Context: an optimization exercise on an open-source flow, tuned for a short achievable clock period and few clock cycles. The choices shown serve that exercise and are no tape-out recipe. In this exercise RTL edits were held to simulation tests only and were not proved equivalent to the original.

==> run G <==
// cpu4_mc_datapath
module cpu4_mc_datapath #(
    parameter logic [31:0] RESET_PC        = 32'h0000_0000,
    parameter bit          HALT_ON_ILLEGAL = 1'b1,
    parameter int          NREGS           = 32
) (
    input  logic        clk,
    input  logic        resetn,
    output logic        mem_req,
    output logic        mem_we,
    output logic [31:0] mem_addr,
    output logic [31:0] mem_wdata,
    input  logic [31:0] mem_rdata,
    input  logic        mem_ready,
    output logic [31:0] pc,
    output logic [3:0]  state,
    output logic        halted
);
Settings: LEC_CHECK=0, CAP_MARGIN=20, CORE_MARGIN=2, CORE_UTILIZATION=30, PLACE_DENSITY=0.4, SETUP_SLACK_MARGIN=5, SLEW_MARGIN=20, SYNTH_HIERARCHICAL=1; clock period 10.0 ns.
run.sh (not shown) runs the stock make flow with config.mk's settings and CLKGATE_MAP_FILE= SYNTH_SCRIPT=/design/flow/synth_recipe.tcl, a recipe that flattens the netlist after the stock synthesis.
==> run K: changes against run G <==
--- a/flow/design.v
+++ b/flow/design.v
@@ -23,12 +23,13 @@
     logic [31:0] pc_r;           
     logic        req_r, halt_r;
     logic [31:0] btgt_r, jt_r;
     logic [7:0]  mlo_r;          
     logic        m_c8;           
     logic        s_m, s_t, s_j, s_p;
+    logic        s_b;            
     logic        x_mem, x_sw, x_ld, x_wen, x_agen;
     logic [15:0] x_imm;
     logic        x_sub, x_and, x_or, x_slt;
     logic [4:0]  x_dst;
     logic [31:0] a, b;
     logic [5:0]  d_op, d_fn;
@@ -54,23 +55,27 @@
                     .y(alu));
     logic [15:0] a_inc, a_dec;
     cpu4_incdec16 u_incdec (.x(a[31:16]), .inc(a_inc), .dec(a_dec));
     logic [7:0] m_mid;
     logic       m_c16;
     cpu4_add8c u_mmid (.x(a[15:8]), .y(x_imm[15:8]), .ci(m_c8), .s(m_mid), .co(m_c16));
+    logic x_eq, t_eff, p_eff;
+    cpu4_eq32 u_eq (.a(a), .b(b), .eq(x_eq));
+    assign t_eff = s_t || (s_b && x_eq);
+    assign p_eff = s_p || (s_b && !x_eq);
     logic s_mi, s_md, s_ms;
     assign s_mi = s_m && m_c16 && !x_imm[15];
     assign s_md = s_m && !m_c16 && x_imm[15];
     assign s_ms = s_m && (m_c16 == x_imm[15]);
     assign mem_req   = req_r;
     assign mem_we    = x_sw;
-    assign mem_addr[15:0]  = ({16{s_m}} & {m_mid, mlo_r}) | ({16{s_t}} & btgt_r[15:0]) |
-                             ({16{s_j}} & jt_r[15:0])     | ({16{s_p}} & pc_r[15:0]);
+    assign mem_addr[15:0]  = ({16{s_m}} & {m_mid, mlo_r}) | ({16{t_eff}} & btgt_r[15:0]) |
+                             ({16{s_j}} & jt_r[15:0])     | ({16{p_eff}} & pc_r[15:0]);
     assign mem_addr[31:16] = ({16{s_mi}} & a_inc)         | ({16{s_md}} & a_dec) |
-                             ({16{s_ms}} & a[31:16])      | ({16{s_t}} & btgt_r[31:16]) |
-                             ({16{s_j}} & jt_r[31:16])    | ({16{s_p}} & pc_r[31:16]);
+                             ({16{s_ms}} & a[31:16])      | ({16{t_eff}} & btgt_r[31:16]) |
+                             ({16{s_j}} & jt_r[31:16])    | ({16{p_eff}} & pc_r[31:16]);
     assign mem_wdata = b;
     assign pc        = pc_r;
     assign halted    = halt_r;
     assign state     = {halt_r, halt_r, 2'b00};
     logic fetch_go, fetch_done, mem_done;
     assign fetch_go   = req_r && !x_mem;
@@ -96,26 +101,26 @@
     logic [7:0] f_lo;
     logic       f_c8;
     cpu4_add8c u_mlo (.x(ra_rf[7:0]), .y(mem_rdata[7:0]), .ci(1'b0), .s(f_lo), .co(f_c8));
     logic [7:0] g_lo;
     logic       g_c8;
     cpu4_add8c u_glo (.x(a[7:0]), .y(x_imm[7:0]), .ci(1'b0), .s(g_lo), .co(g_c8));
-    logic eq_ab;
-    cpu4_eq32 u_eq (.a(ra), .b(rb), .eq(eq_ab));
     logic [31:0] fa;
-    assign fa   = s_t ? btgt_r : (s_j ? jt_r : pc_r);
+    assign fa   = t_eff ? btgt_r : (s_j ? jt_r : pc_r);
     assign pcn  = fa + 32'd4;
     assign jtgt = {pcn[31:28], mem_rdata[25:0], 2'b00};
-    assign btgt = pcn + {d_simm[29:0], 2'b00};
+    logic [31:0] bsum;
+    cpu4_add32 u_bt (.x({2'b00, fa[31:2]}), .y({2'b00, d_simm[29:0]}), .cin(1'b1), .s(bsum));
+    assign btgt = {bsum[29:0], fa[1:0]};
     always_ff @(posedge clk or negedge resetn) begin
         if (!resetn) begin
             for (int i = 1; i < 32; i++) rf[i] <= '0;
         end else begin
             for (int i = 1; i < 32; i++) begin
                 if (x_wen && x_dst == 5'(i)) rf[i] <= alu;
-                else if (mem_done && x_ld && x_dst == 5'(i)) rf[i] <= mem_rdata;
+                else if (x_ld && x_dst == 5'(i)) rf[i] <= mem_rdata;
             end
         end
     end
     logic d_mem, d_agen;
     assign d_mem  = d_lw || d_sw;
     assign d_agen = d_mem && fwd_a;
@@ -125,13 +130,13 @@
             halt_r <= 1'b0;
             pc_r   <= RESET_PC;
             mlo_r  <= '0;
             m_c8   <= 1'b0;
             btgt_r <= '0;
             jt_r   <= '0;
-            s_m    <= 1'b0; s_t <= 1'b0; s_j <= 1'b0; s_p <= 1'b1;
+            s_m    <= 1'b0; s_t <= 1'b0; s_j <= 1'b0; s_p <= 1'b1; s_b <= 1'b0;
             x_mem  <= 1'b0; x_sw <= 1'b0; x_ld <= 1'b0; x_wen <= 1'b0; x_agen <= 1'b0;
             x_sub  <= 1'b0; x_and <= 1'b0; x_or <= 1'b0; x_slt <= 1'b0;
             x_dst  <= '0;
             x_imm  <= '0;
             a      <= '0;
             b      <= '0;
@@ -157,71 +162,131 @@
             if (fetch_done) begin
                 halt_r <= d_ill && HALT_ON_ILLEGAL;
                 pc_r   <= pcn;
                 btgt_r <= btgt;
                 jt_r   <= jtgt;
                 s_m    <= d_mem;
-                s_t    <= d_beq && eq_ab;
+                s_t    <= 1'b0;
+                s_b    <= d_beq;
                 s_j    <= d_j;
-                s_p    <= !(d_mem || d_j || (d_beq && eq_ab));
+                s_p    <= !(d_mem || d_j || d_beq);
                 x_mem  <= d_mem;
                 x_agen <= d_agen;
                 x_sw   <= d_sw;
                 x_ld   <= d_lw && (d_rt != 5'd0);
                 x_wen  <= (d_r && d_rd != 5'd0) || (d_addi && d_rt != 5'd0);
                 x_sub  <= d_r && d_fn == F_SUB;
                 x_and  <= d_r && d_fn == F_AND;
                 x_or   <= d_r && d_fn == F_OR;
                 x_slt  <= d_r && d_fn == F_SLT;
                 x_dst  <= d_r ? d_rd : d_rt;
             end else begin
                 x_wen <= 1'b0;
+                if (fetch_go) begin
+                    s_t <= t_eff;
+                    s_p <= p_eff;
+                    s_b <= 1'b0;
+                end
             end
         end
     end
 endmodule
+module cpu4_pg #(parameter int W = 32) (
+    input  logic [W-1:0] x,
+    input  logic [W-1:0] y,
+    output logic [W-1:0] g,
+    output logic [W-1:0] p
+);
+    assign g = x & y;
+    assign p = x ^ y;
+endmodule
+module cpu4_pfx #(parameter int W = 32) (
+    input  logic [W-1:0] g,
+    input  logic [W-1:0] p,
+    input  logic         cin,
+    output logic [W-1:0] G
+);
+    logic [W-1:0] gg, pp, gn, pn;
+    always_comb begin
+        gg = g;
+        pp = p;
+        gg[0] = g[0] | (p[0] & cin);
+        for (int d = 1; d < W; d = d * 2) begin
+            gn = gg;
+            pn = pp;
+            for (int i = d; i < W; i++) begin
+                gn[i] = gg[i] | (pp[i] & gg[i-d]);
+                pn[i] = pp[i] & pp[i-d];
+            end
+            gg = gn;
+            pp = pn;
+        end
+        G = gg;
+    end
+endmodule
+module cpu4_xorw #(parameter int W = 32) (
+    input  logic [W-1:0] a,
+    input  logic [W-1:0] b,
+    output logic [W-1:0] y
+);
+    assign y = a ^ b;
+endmodule
 module cpu4_add32 (
     input  logic [31:0] x,
     input  logic [31:0] y,
     input  logic        cin,
     output logic [31:0] s
 );
-    logic [31:0] g, p, p0, gn, pn;
-    always_comb begin
-        g  = x & y;
-        p  = x ^ y;
-        p0 = p;
-        g[0] = g[0] | (p[0] & cin);
-        for (int d = 1; d < 32; d = d * 2) begin
-            gn = g;
-            pn = p;
-            for (int i = d; i < 32; i++) begin
-                gn[i] = g[i] | (p[i] & g[i-d]);
-                pn[i] = p[i] & p[i-d];
-            end
-            g = gn;
-            p = pn;
-        end
-        s = p0 ^ {g[30:0], cin};
-    end
+    logic [31:0] g, p, G;
+    cpu4_pg  #(32) u_pg  (.x(x), .y(y), .g(g), .p(p));
+    cpu4_pfx #(32) u_pfx (.g(g), .p(p), .cin(cin), .G(G));
+    cpu4_xorw #(32) u_s  (.a(p), .b({G[30:0], cin}), .y(s));
 endmodule
 module cpu4_dec5 (
     input  logic [4:0]  i,
     output logic [31:0] o
 );
     always_comb for (int k = 0; k < 32; k++) o[k] = (i == 5'(k));
 endmodule
+module cpu4_sel8 (
+    input  logic [7:0]      sel,
+    input  logic [8*32-1:0] d,
+    output logic [31:0]     o
+);
+    always_comb begin
+        o = '0;
+        for (int k = 0; k < 8; k++) o = o | ({32{sel[k]}} & d[32*k +: 32]);
+    end
+endmodule
+module cpu4_nor2w (
+    input  logic [31:0] a,
+    input  logic [31:0] b,
+    output logic [31:0] y
+);
+    assign y = ~(a | b);
+endmodule
+module cpu4_nand2w (
+    input  logic [31:0] a,
+    input  logic [31:0] b,
+    output logic [31:0] y
+);
+    assign y = ~(a & b);
+endmodule
 module cpu4_sel32 (
     input  logic [31:0]      sel,
     input  logic [32*32-1:0] d,
     output logic [31:0]      o
 );
-    always_comb begin
-        o = '0;
-        for (int k = 0; k < 32; k++) o = o | ({32{sel[k]}} & d[32*k +: 32]);
-    end
+    logic [31:0] q0, q1, q2, q3, n0, n1;
+    cpu4_sel8   u_q0 (.sel(sel[7:0]),   .d(d[0*256 +: 256]), .o(q0));
+    cpu4_sel8   u_q1 (.sel(sel[15:8]),  .d(d[1*256 +: 256]), .o(q1));
+    cpu4_sel8   u_q2 (.sel(sel[23:16]), .d(d[2*256 +: 256]), .o(q2));
+    cpu4_sel8   u_q3 (.sel(sel[31:24]), .d(d[3*256 +: 256]), .o(q3));
+    cpu4_nor2w  u_n0 (.a(q0), .b(q1), .y(n0));
+    cpu4_nor2w  u_n1 (.a(q2), .b(q3), .y(n1));
+    cpu4_nand2w u_o  (.a(n0), .b(n1), .y(o));
 endmodule
 module cpu4_eq32 (
     input  logic [31:0] a,
     input  logic [31:0] b,
     output logic        eq
 );
@@ -249,31 +314,17 @@
     input  logic [7:0] x,
     input  logic [7:0] y,
     input  logic       ci,
     output logic [7:0] s,
     output logic       co
 );
-    logic [7:0] g, p, p0, gn, pn;
-    always_comb begin
-        g  = x & y;
-        p  = x ^ y;
-        p0 = p;
-        g[0] = g[0] | (p[0] & ci);
-        for (int d = 1; d < 8; d = d * 2) begin
-            gn = g;
-            pn = p;
-            for (int i = d; i < 8; i++) begin
-                gn[i] = g[i] | (p[i] & g[i-d]);
-                pn[i] = p[i] & p[i-d];
-            end
-            g = gn;
-            p = pn;
-        end
-        s  = p0 ^ {g[6:0], ci};
-        co = g[7];
-    end
+    logic [7:0] g, p, G;
+    cpu4_pg  #(8) u_pg  (.x(x), .y(y), .g(g), .p(p));
+    cpu4_pfx #(8) u_pfx (.g(g), .p(p), .cin(ci), .G(G));
+    cpu4_xorw #(8) u_s  (.a(p), .b({G[6:0], ci}), .y(s));
+    assign co = G[7];
 endmodule
 module cpu4_incdec16 (
     input  logic [15:0] x,
     output logic [15:0] inc,
     output logic [15:0] dec
 );
==> flow/flow/run.sh (new file) <==
#!/bin/bash
# Layout flow: the standard flow (standard.sh), run unchanged for
# synthesis, then for the layout with one change: the input and output port
# buffers are plain buf_4 cells (the resizer may still size them), where the
# default port buffering picks delay cells (clkdlybuf4s50, dlygate) that add
# about 0.3 ns to every path through a port. Each step's full output is kept
# in a log file in this folder.
set -euo pipefail
bash standard.sh synth > synth.log 2>&1
bash standard.sh "BUFFER_PORTS_ARGS=-buffer_cell sky130_fd_sc_hd__buf_4" finish > layout.log 2>&1
test -s out/final.def
==> flow/standard.sh (new file) <==
#!/bin/bash
# synth_recipe.tcl (not shown) runs the flow's synth.tcl, then flattens the netlist and writes it again
# the make line also repeats each setting of config.mk as NAME=value (left out here)
make -C /OpenROAD-flow-scripts/flow DESIGN_CONFIG=/design/flow/config.mk WORK_HOME=/design/flow/orfs CLKGATE_MAP_FILE= SYNTH_SCRIPT=/design/flow/synth_recipe.tcl "${@:-finish}"
Settings changed: CORE_UTILIZATION 30 to 45, PLACE_DENSITY 0.4 to 0.6.
removed: flow/run.sh
==> impl_metrics.tcl <==
set metrics [dict create \
    status "complete, no violations" \
    placed_area_um2 69000 \
    grtUsageTotal 0.356 \
    top_power_group "combinational logic" \
    clk_share 0.0630 \
    power_frac_comb 0.415 \
    grt_use_met3 0.109 \
    die_w_um 388 \
    dp_hpwl_um 171000 \
    crit-reg2reg-launch "b[3]$_DFFE_PN0P_" \
    antenna_found_initial 11 \
    setup_ws_ps 4710 \
    syn_area_per_cell_um2 8.72 \
    seq_cells 1187 \
    regArea_um2 29800 \
    crit_arrival_ps 3290 \
    max_stage_delay_ps 470 \
    clkPwrFrac 0.254 \
    dr_wl_met3_um 31700 \
    post-cts-setup-buffers 50 \
]
[end of results for run K]
==> impl_metrics.tcl <==
set metrics [dict create \
    status "complete, no violations" \
    regArea_um2 29700 \
    crit_arrival_ps 3690 \
    setup_ws_ps 4310 \
    grt_use_met3 0.0664 \
    dr_wl_met3_um 30700 \
    clkPwrFrac 0.405 \
    power_frac_comb 0.216 \
    grtUsageTotal 0.299 \
    crit-reg2reg-launch "b[0]$_DFFE_PN0P_" \
    post-cts-setup-buffers 135 \
    top_power_group "clock" \
]
[end of results for run G]
Testbench counts of run G, summed over its fixed seeds: cycles 24,774.
Testbench counts of run K, summed over its fixed seeds: cycles 24,774.

[static timing again, ports no longer ideal]
The results above use ideal ports. As a check the final layouts listed here were re-extracted and re-timed, cells and wires unchanged.
Step 1, drivers: a clkbuf_16 drives clk and a buf_2 each remaining input, both assumed.
Step 2 moves the port delays by t, midway between the first and last clock arrival at a register: inputs arrive t later, outputs are due t later. That takes back most of the time a late clock gives input paths.
a / b / c = ideal ports / drivers / drivers and shift; a / b = the first two.
run | t (ns) | setup WS [ns] | worst setup path at the end
run G | 0.903 | 4.308 / 4.219 / 3.677 | input to register
run K | 0.865 | 4.712 / 4.638 / 4.255 | input to register
After both steps every run listed still meets setup and hold. For run G, which loses most, drivers alone change the setup slack by -0.089 ns; drivers and shift together by -0.631 ns.
